This is an optimization exercise on Yosys and OpenROAD, whose aim is small area, not a production implementation.
The RTL was checked by simulation tests, not by an equivalence proof against the original design.
Power and IR drop assume default switching activity. The flow treats the clock pin as an ideal source, which a real chip does not have.

==> build 67: inputs <==
==> flow/design.v <==
module reg_bank_wb #(
    parameter logic [31:0] SP_INIT = 32'd227,
    parameter logic        BYPASS  = 1'b1
) (
    input  logic        clk,
    input  logic        reset,
    input  logic        reg_write,
    input  logic [4:0]  read_reg1,
    input  logic [4:0]  read_reg2,
    input  logic [4:0]  write_reg,
    input  logic [31:0] write_data,
    output logic [31:0] read_data1,
    output logic [31:0] read_data2,
    output logic [15:0] wr_count
);
    logic [31:0] regs [1:31];
    logic        wr_accept;
    logic        fwd1, fwd2;
    assign wr_accept = reg_write & ~reset & (write_reg != 5'd0);
    logic [31:0] wd_zero, wd_sp;
    logic [31:1] wen;
    assign wd_zero = write_data & {32{~reset}};
    assign wd_sp   = reset ? SP_INIT : write_data;
    always_comb begin
        for (int i = 1; i < 32; i++) begin
            wen[i] = reset | (wr_accept && write_reg == 5'(i));
        end
    end
    for (genvar i = 1; i < 32; i++) begin : g_reg
        always_ff @(posedge clk) begin
            if (wen[i]) regs[i] <= (i == 29) ? wd_sp : wd_zero;
        end
    end
    always_ff @(posedge clk) begin
        if (reset) begin
            wr_count <= '0;
        end else if (wr_accept) begin
            wr_count <= wr_count + 16'd1;
        end
    end
    assign fwd1 = BYPASS && wr_accept && (read_reg1 == write_reg);
    assign fwd2 = BYPASS && wr_accept && (read_reg2 == write_reg);
    logic [31:0] rd1_arr, rd2_arr;
    always_comb begin
        rd1_arr = '0;
        rd2_arr = '0;
        for (int i = 1; i < 32; i++) begin
            rd1_arr = rd1_arr | ({32{read_reg1 == 5'(i)}} & regs[i]);
            rd2_arr = rd2_arr | ({32{read_reg2 == 5'(i)}} & regs[i]);
        end
    end
    assign read_data1 = fwd1 ? write_data : rd1_arr;
    assign read_data2 = fwd2 ? write_data : rd2_arr;
endmodule
==> flow/flow/run.sh <==
#!/bin/bash
# Standard synthesis, then the combinational logic re-mapped by hand
# (gen_netlist.py keeps the standard synthesis's registers, names and cell
# types), then the standard layout flow from that netlist.
set -euo pipefail
R=$PWD/orfs/results/$FLOW_PLATFORM/reg_bank_wb/base
bash standard.sh "$R/1_2_yosys.v" > synth.log 2>&1
cp "$R/1_2_yosys.v" std_netlist.v
python3 flow/gen_netlist.py std_netlist.v hand_netlist.v > gen.log 2>&1
cp hand_netlist.v "$R/1_2_yosys.v"
bash standard.sh finish "BUFFER_PORTS_ARGS=-buffer_cell sky130_fd_sc_hd__buf_1" > layout.log 2>&1
==> flow/flow/gen_netlist.py <==
#!/usr/bin/env python3
"""Write a hand-mapped gate netlist of reg_bank_wb for sky130hd.

usage: gen_netlist.py STD_NETLIST OUT_NETLIST

The registers (their instance names and cell types) are taken from the
standard synthesis netlist STD_NETLIST, so that they pair with it by name.
Everything else is mapped here by hand:
  - each read port is a one-hot AND-OR select: a222oi/a22oi cells over
    r1..r31 plus the forwarded write value, combined by nand4/nand3 + or3;
  - the one-hot selects come from 2/3-bit predecoders and are gated off by
    the forwarding hit;
  - register r<i> loads (DE) on reset or on a write to i; its D is
    write_data gated to 0 in reset (or to SP_INIT for r29);
  - wr_count is a ripple half-adder incrementer cleared by reset.
"""
import re
import sys

SP_INIT = 227
P = 'sky130_fd_sc_hd__'


class Net:
    def __init__(self):
        self.cells = []
        self.wires = []
        self.n = 0

    def wire(self, name):
        self.wires.append(name)
        return name

    def new(self, hint):
        self.n += 1
        return self.wire('n%d_%s' % (self.n, hint))

    def cell(self, typ, name, **pins):
        self.cells.append((typ, name, pins))

    def g(self, typ, out_pin, hint, **pins):
        o = self.new(hint)
        self.n += 1
        pins[out_pin] = o
        self.cell(typ, 'u%d_%s' % (self.n, hint), **pins)
        return o


def main():
    std, out = sys.argv[1], sys.argv[2]
    text = open(std).read()
    flops = {}
    for m in re.finditer(r'\b' + P + r'(\w+)\s+(\\\S+|\w+)\s*\(', text):
        typ, name = m.group(1), m.group(2)
        if 'df' not in typ:
            continue
        base = name[1:] if name.startswith('\\') else name
        r = re.match(r'regs\[(\d+)\]\[(\d+)\]\$', base)
        c = re.match(r'wr_count\[(\d+)\]\$', base)
        if r:
            flops[('r', int(r.group(1)), int(r.group(2)))] = (typ, name)
        elif c:
            flops[('c', int(c.group(1)))] = (typ, name)
        else:
            sys.exit('unexpected register ' + name)
    assert len(flops) == 31 * 32 + 16, len(flops)
    for i in range(1, 32):
        for b in range(32):
            assert flops[('r', i, b)][0].startswith('edfxtp'), flops[('r', i, b)]
    for k in range(16):
        assert flops[('c', k)][0].startswith('dfxtp'), flops[('c', k)]

    N = Net()
    g = N.g

    def inp(name, w=None):
        return name if w is None else ['%s[%d]' % (name, k) for k in range(w)]

    rst = 'reset'
    we = 'reg_write'
    ra = [inp('read_reg1', 5), inp('read_reg2', 5)]
    wa = inp('write_reg', 5)
    wd = inp('write_data', 32)

    rst_n = g(P + 'inv_2', 'Y', 'rst_n', A=rst)

    # ---- write side -------------------------------------------------
    wa_n = [g(P + 'inv_2', 'Y', 'wan%d' % k, A=wa[k]) for k in range(5)]
    wen = g(P + 'and2_1', 'X', 'wen', A=we, B=rst_n)
    # predecode: wlo[j] = we & ~reset & wa[1:0]==j, whi[k] = wa[4:2]==k
    wlo = []
    for j in range(4):
        b0 = wa[0] if j & 1 else wa_n[0]
        b1 = wa[1] if j & 2 else wa_n[1]
        wlo.append(g(P + 'and3_1', 'X', 'wlo%d' % j, A=wen, B=b0, C=b1))
    whi = []
    for k in range(8):
        bs = [wa[2 + t] if (k >> t) & 1 else wa_n[2 + t] for t in range(3)]
        whi.append(g(P + 'and3_1', 'X', 'whi%d' % k, A=bs[0], B=bs[1], C=bs[2]))
    # wdec_n[i] low when a write to r<i> is accepted; load[i] = reset | write
    wdec_n = {}
    load = {}
    for i in range(1, 32):
        wdec_n[i] = g(P + 'nand2_1', 'Y', 'wdn%d' % i, A=wlo[i % 4], B=whi[i // 4])
        load[i] = g(P + 'nand2_2', 'Y', 'load%d' % i, A=wdec_n[i], B=rst_n)
    # write data, 0 in reset (SP_INIT for r29)
    dz = [g(P + 'and2_1', 'X', 'dz%d' % b, A=wd[b], B=rst_n) for b in range(32)]
    dsp = []
    for b in range(32):
        if (SP_INIT >> b) & 1:
            dsp.append(g(P + 'or2_1', 'X', 'dsp%d' % b, A=wd[b], B=rst))
        else:
            dsp.append(dz[b])

    # registers
    q = {}
    for i in range(1, 32):
        for b in range(32):
            typ, name = flops[('r', i, b)]
            qn = N.wire('q_%d_%d' % (i, b))
            q[(i, b)] = qn
            N.cell(P + typ, name, CLK='clk', D=dsp[b] if i == 29 else dz[b],
                   DE=load[i], Q=qn)

    # accepted write: we & ~reset & wa != 0
    wnz = g(P + 'or4_1', 'X', 'wnz', A=wa[1], B=wa[2], C=wa[3], D=wa[4])
    wnz2 = g(P + 'or2_1', 'X', 'wnz2', A=wnz, B=wa[0])
    acc = g(P + 'and3_1', 'X', 'acc', A=we, B=rst_n, C=wnz2)

    # ---- wr_count ------------------------------------------------------
    cq = ['wr_count[%d]' % k for k in range(16)]
    carry = acc
    for k in range(16):
        if k < 15:
            s = N.new('cs%d' % k)
            co = N.new('cc%d' % k)
            N.n += 1
            N.cell(P + 'ha_1', 'u%d_cha%d' % (N.n, k), A=cq[k], B=carry, SUM=s, COUT=co)
        else:
            s = g(P + 'xor2_1', 'X', 'cs%d' % k, A=cq[k], B=carry)
            co = None
        d = g(P + 'and2_1', 'X', 'cd%d' % k, A=s, B=rst_n)
        typ, name = flops[('c', k)]
        N.cell(P + typ, name, CLK='clk', D=d, Q=cq[k])
        carry = co

    # ---- read ports ----------------------------------------------------
    for p in range(2):
        a = ra[p]
        a_n = [g(P + 'inv_2', 'Y', 'ra%dn%d' % (p, k), A=a[k]) for k in range(5)]
        # forwarding hit: accepted write to the same address
        x = [g(P + 'xnor2_1', 'Y', 'fx%d_%d' % (p, k), A=a[k], B=wa[k]) for k in range(5)]
        e1 = g(P + 'nand3_1', 'Y', 'fe%da' % p, A=x[0], B=x[1], C=x[2])
        e2 = g(P + 'nand3_1', 'Y', 'fe%db' % p, A=x[3], B=x[4], C=acc)
        fwd = g(P + 'nor2_2', 'Y', 'fwd%d' % p, A=e1, B=e2)
        # predecode
        lo = []
        for j in range(4):
            b0 = a[0] if j & 1 else a_n[0]
            b1 = a[1] if j & 2 else a_n[1]
            lo.append(g(P + 'and2_1', 'X', 'rlo%d_%d' % (p, j), A=b0, B=b1))
        hi = []
        for k in range(8):
            bs = [a[2 + t] if (k >> t) & 1 else a_n[2 + t] for t in range(3)]
            hi.append(g(P + 'and3_1', 'X', 'rhi%d_%d' % (p, k), A=bs[0], B=bs[1], C=bs[2]))
        # one-hot select of r<i>, off when r<i> is being written (then the
        # forwarded value is selected instead)
        sel = {}
        for i in range(1, 32):
            sel[i] = g(P + 'and3_2', 'X', 'sel%d_%d' % (p, i), A=lo[i % 4], B=hi[i // 4], C=wdec_n[i])
        # terms: (data, select) per bit
        for b in range(32):
            terms = [(q[(i, b)], sel[i]) for i in range(1, 32)] + [(wd[b], fwd)]
            ys = []
            t = 0
            while t < len(terms):
                grp = terms[t:t + 3]
                t += 3
                if len(grp) == 3:
                    ys.append(g(P + 'a222oi_1', 'Y', 'm%d_%d' % (p, b),
                                A1=grp[0][0], A2=grp[0][1], B1=grp[1][0], B2=grp[1][1],
                                C1=grp[2][0], C2=grp[2][1]))
                elif len(grp) == 2:
                    ys.append(g(P + 'a22oi_1', 'Y', 'm%d_%d' % (p, b),
                                A1=grp[0][0], A2=grp[0][1], B1=grp[1][0], B2=grp[1][1]))
                else:
                    ys.append(g(P + 'nand2_1', 'Y', 'm%d_%d' % (p, b), A=grp[0][0], B=grp[0][1]))
            zs = []
            t = 0
            while t < len(ys):
                grp = ys[t:t + 4]
                t += 4
                if len(grp) == 4:
                    zs.append(g(P + 'nand4_1', 'Y', 'z%d_%d' % (p, b), A=grp[0], B=grp[1], C=grp[2], D=grp[3]))
                elif len(grp) == 3:
                    zs.append(g(P + 'nand3_1', 'Y', 'z%d_%d' % (p, b), A=grp[0], B=grp[1], C=grp[2]))
                else:
                    zs.append(g(P + 'nand2_1', 'Y', 'z%d_%d' % (p, b), A=grp[0], B=grp[1]))
            assert len(zs) == 3
            N.cell(P + 'or3_1', 'u_rd%d_%d' % (p, b), A=zs[0], B=zs[1], C=zs[2],
                   X='read_data%d[%d]' % (p + 1, b))

    # ---- write ------------------------------------------------------------
    o = []
    o.append('module reg_bank_wb(clk, reset, reg_write, read_reg1, read_reg2, write_reg, '
             'write_data, read_data1, read_data2, wr_count);')
    o += ['  input clk;', '  input reset;', '  input reg_write;',
          '  input [4:0] read_reg1;', '  input [4:0] read_reg2;', '  input [4:0] write_reg;',
          '  input [31:0] write_data;', '  output [31:0] read_data1;',
          '  output [31:0] read_data2;', '  output [15:0] wr_count;']
    for w in N.wires:
        o.append('  wire %s;' % w)
    for typ, name, pins in N.cells:
        pl = ', '.join('.%s(%s)' % (k, v) for k, v in pins.items())
        o.append('  %s %s (%s);' % (typ, name if not name.startswith('\\') else name + ' ', pl))
    o.append('endmodule')
    open(out, 'w').write('\n'.join(o) + '\n')


if __name__ == '__main__':
    main()
==> flow/standard.sh <==
#!/bin/bash
# synth_recipe.tcl (not shown) runs the flow's synth.tcl, then flattens the netlist and writes it again
# the make line also repeats each setting of config.mk as NAME=value (left out here)
make -C /OpenROAD-flow-scripts/flow DESIGN_CONFIG=/design/flow/config.mk WORK_HOME=/design/flow/orfs CLKGATE_MAP_FILE= SYNTH_SCRIPT=/design/flow/synth_recipe.tcl "${@:-finish}"
==> flow/config.mk <==
export PLATFORM = sky130hd
export DESIGN_NAME = reg_bank_wb
export DESIGN_NICKNAME = reg_bank_wb
export VERILOG_FILES = /design/flow/design.v
export SDC_FILE = /design/flow/constraint.sdc
export NUM_CORES = 4
export LEC_CHECK = 0
export CAP_MARGIN = 20
export CORE_MARGIN = 2
export CORE_UTILIZATION = 50
export CTS_BUF_LIST = sky130_fd_sc_hd__clkbuf_16
export CTS_CLUSTER_DIAMETER = 100
export CTS_CLUSTER_SIZE = 25
export SLEW_MARGIN = 20
==> flow/constraint.sdc <==
create_clock -name core_clock -period 6.5 [get_ports {clk}]
set_input_delay 1.3000 -clock core_clock [delete_from_list [all_inputs] [get_ports {clk}]]
set_output_delay 1.3000 -clock core_clock [all_outputs]
set_load 0.01 [all_outputs]
==> inputs of trial 93, as changes to build 67 <==
==> flow/flow/run.sh (replaced) <==
#!/bin/bash
# Standard synthesis, then the combinational logic re-mapped by hand
# (gen_netlist.py keeps the standard synthesis's registers, names and cell
# types), then the standard layout flow from that netlist, with unit-size
# port buffers and a clock tree of larger sink clusters.
set -euo pipefail
R=$PWD/orfs/results/$FLOW_PLATFORM/reg_bank_wb/base
bash standard.sh "$R/1_2_yosys.v" > synth.log 2>&1
cp "$R/1_2_yosys.v" std_netlist.v
python3 flow/gen_netlist.py std_netlist.v hand_netlist.v > gen.log 2>&1
cp hand_netlist.v "$R/1_2_yosys.v"
bash standard.sh finish \
  "BUFFER_PORTS_ARGS=-buffer_cell sky130_fd_sc_hd__buf_1" \
  "CTS_ARGS=-sink_clustering_enable -repair_clock_nets -buf_list sky130_fd_sc_hd__clkbuf_16 -sink_clustering_size 32 -sink_clustering_max_diameter 100 -dont_use_dummy_load" \
  > layout.log 2>&1
--- a/flow/flow/gen_netlist.py
+++ b/flow/flow/gen_netlist.py
@@ -8,9 +8,10 @@
 Everything else is mapped here by hand:
   - each read port is a one-hot AND-OR select: a222oi/a22oi cells over
     r1..r31 plus the forwarded write value, combined by nand4/nand3 + or3;
-  - the one-hot selects come from 2/3-bit predecoders and are gated off by
-    the forwarding hit;
-  - register r<i> loads (DE) on reset or on a write to i; its D is
+  - the one-hot select of r<i> comes from 2/3-bit address predecoders and is
+    off while r<i> is being written; the forwarded term is selected instead
+    (address compare with write_reg, gated by the accepted write);
+  - register r<i> loads (DE) on reset or on an accepted write to i; its D is
     write_data gated to 0 in reset (or to SP_INIT for r29);
   - wr_count is a ripple half-adder incrementer cleared by reset.
 """
@@ -102,7 +103,7 @@
     load = {}
     for i in range(1, 32):
         wdec_n[i] = g(P + 'nand2_1', 'Y', 'wdn%d' % i, A=wlo[i % 4], B=whi[i // 4])
-        load[i] = g(P + 'nand2_2', 'Y', 'load%d' % i, A=wdec_n[i], B=rst_n)
+        load[i] = g(P + 'nand2_4', 'Y', 'load%d' % i, A=wdec_n[i], B=rst_n)
     # write data, 0 in reset (SP_INIT for r29)
     dz = [g(P + 'and2_1', 'X', 'dz%d' % b, A=wd[b], B=rst_n) for b in range(32)]
     dsp = []
Settings changed: CORE_UTILIZATION 50 to 70, CTS_CLUSTER_SIZE 25 to 32.
==> results.txt <==
	build 67	trial 93
Global-route wire length before repair	208000 um	193000 um
Clock network latency to the later pin of the worst-skew pair	0.64 ns	0.61 ns
Placement row count	104	88
Number of search-and-repair iterations in the first detailed-routing pass	14	17
Initial core utilization	0.502	0.704
Met3 WL post-DR	23200 um	26300 um
Via-to-Cell Ratio	8.45	9.43
Metal2 WL	67300 um	59400 um
Final Skew	0.00812 ns	0.0377 ns
Time the final worst path needs with I/O delays and setup	6.05 ns	6.11 ns
Total routing usage reported by global routing	0.355	0.453
Outcome	finished clean	finished clean
Number of vias in the routed layout	30000	30000
Total inserted antenna cells	4	8
# Taps	1060	765
Least setup slack across all paths after layout	0.452 ns	0.389 ns
Signed area change from the synthesized netlist to the final layout	8.98%	6.17%
Layout clock buffers	47	38
Fraction of standard cell area that is sequential	0.686	0.702
Met3 usage in global routing	0.0930	0.154
Max Freq	0.165 GHz	0.164 GHz
Leakage power figure	14.1 nW	13.7 nW
Maximum number of pins on one net before global-route repair	58	68

[static timing again, ports no longer ideal]
How much do the figures lean on ideal ports? The routed layouts below were timed once more, with nothing changed but the port constraints. Step 1 assumes that a clkbuf_16 drives the clock port and a buf_2 every other input. Step 2 moves the port delays by t, midway between the first and last clock arrival at a register: inputs arrive t later, outputs are due t later. That takes back most of the time a late clock gives input paths. a / b / c = no drivers / after step 1 / after step 2; a / b = the first two.
| run | t (ns) | setup slack, ns | clock arrival spread, ns |
|---|---|---|---|
| build 67 | 0.702 | 0.452 / 0.427 / 0.427 | 0.027 / 0.026 |
| trial 93 | 0.662 | 0.389 / 0.364 / 0.364 | 0.068 / 0.067 |
After both steps setup and hold are still met in every run listed.
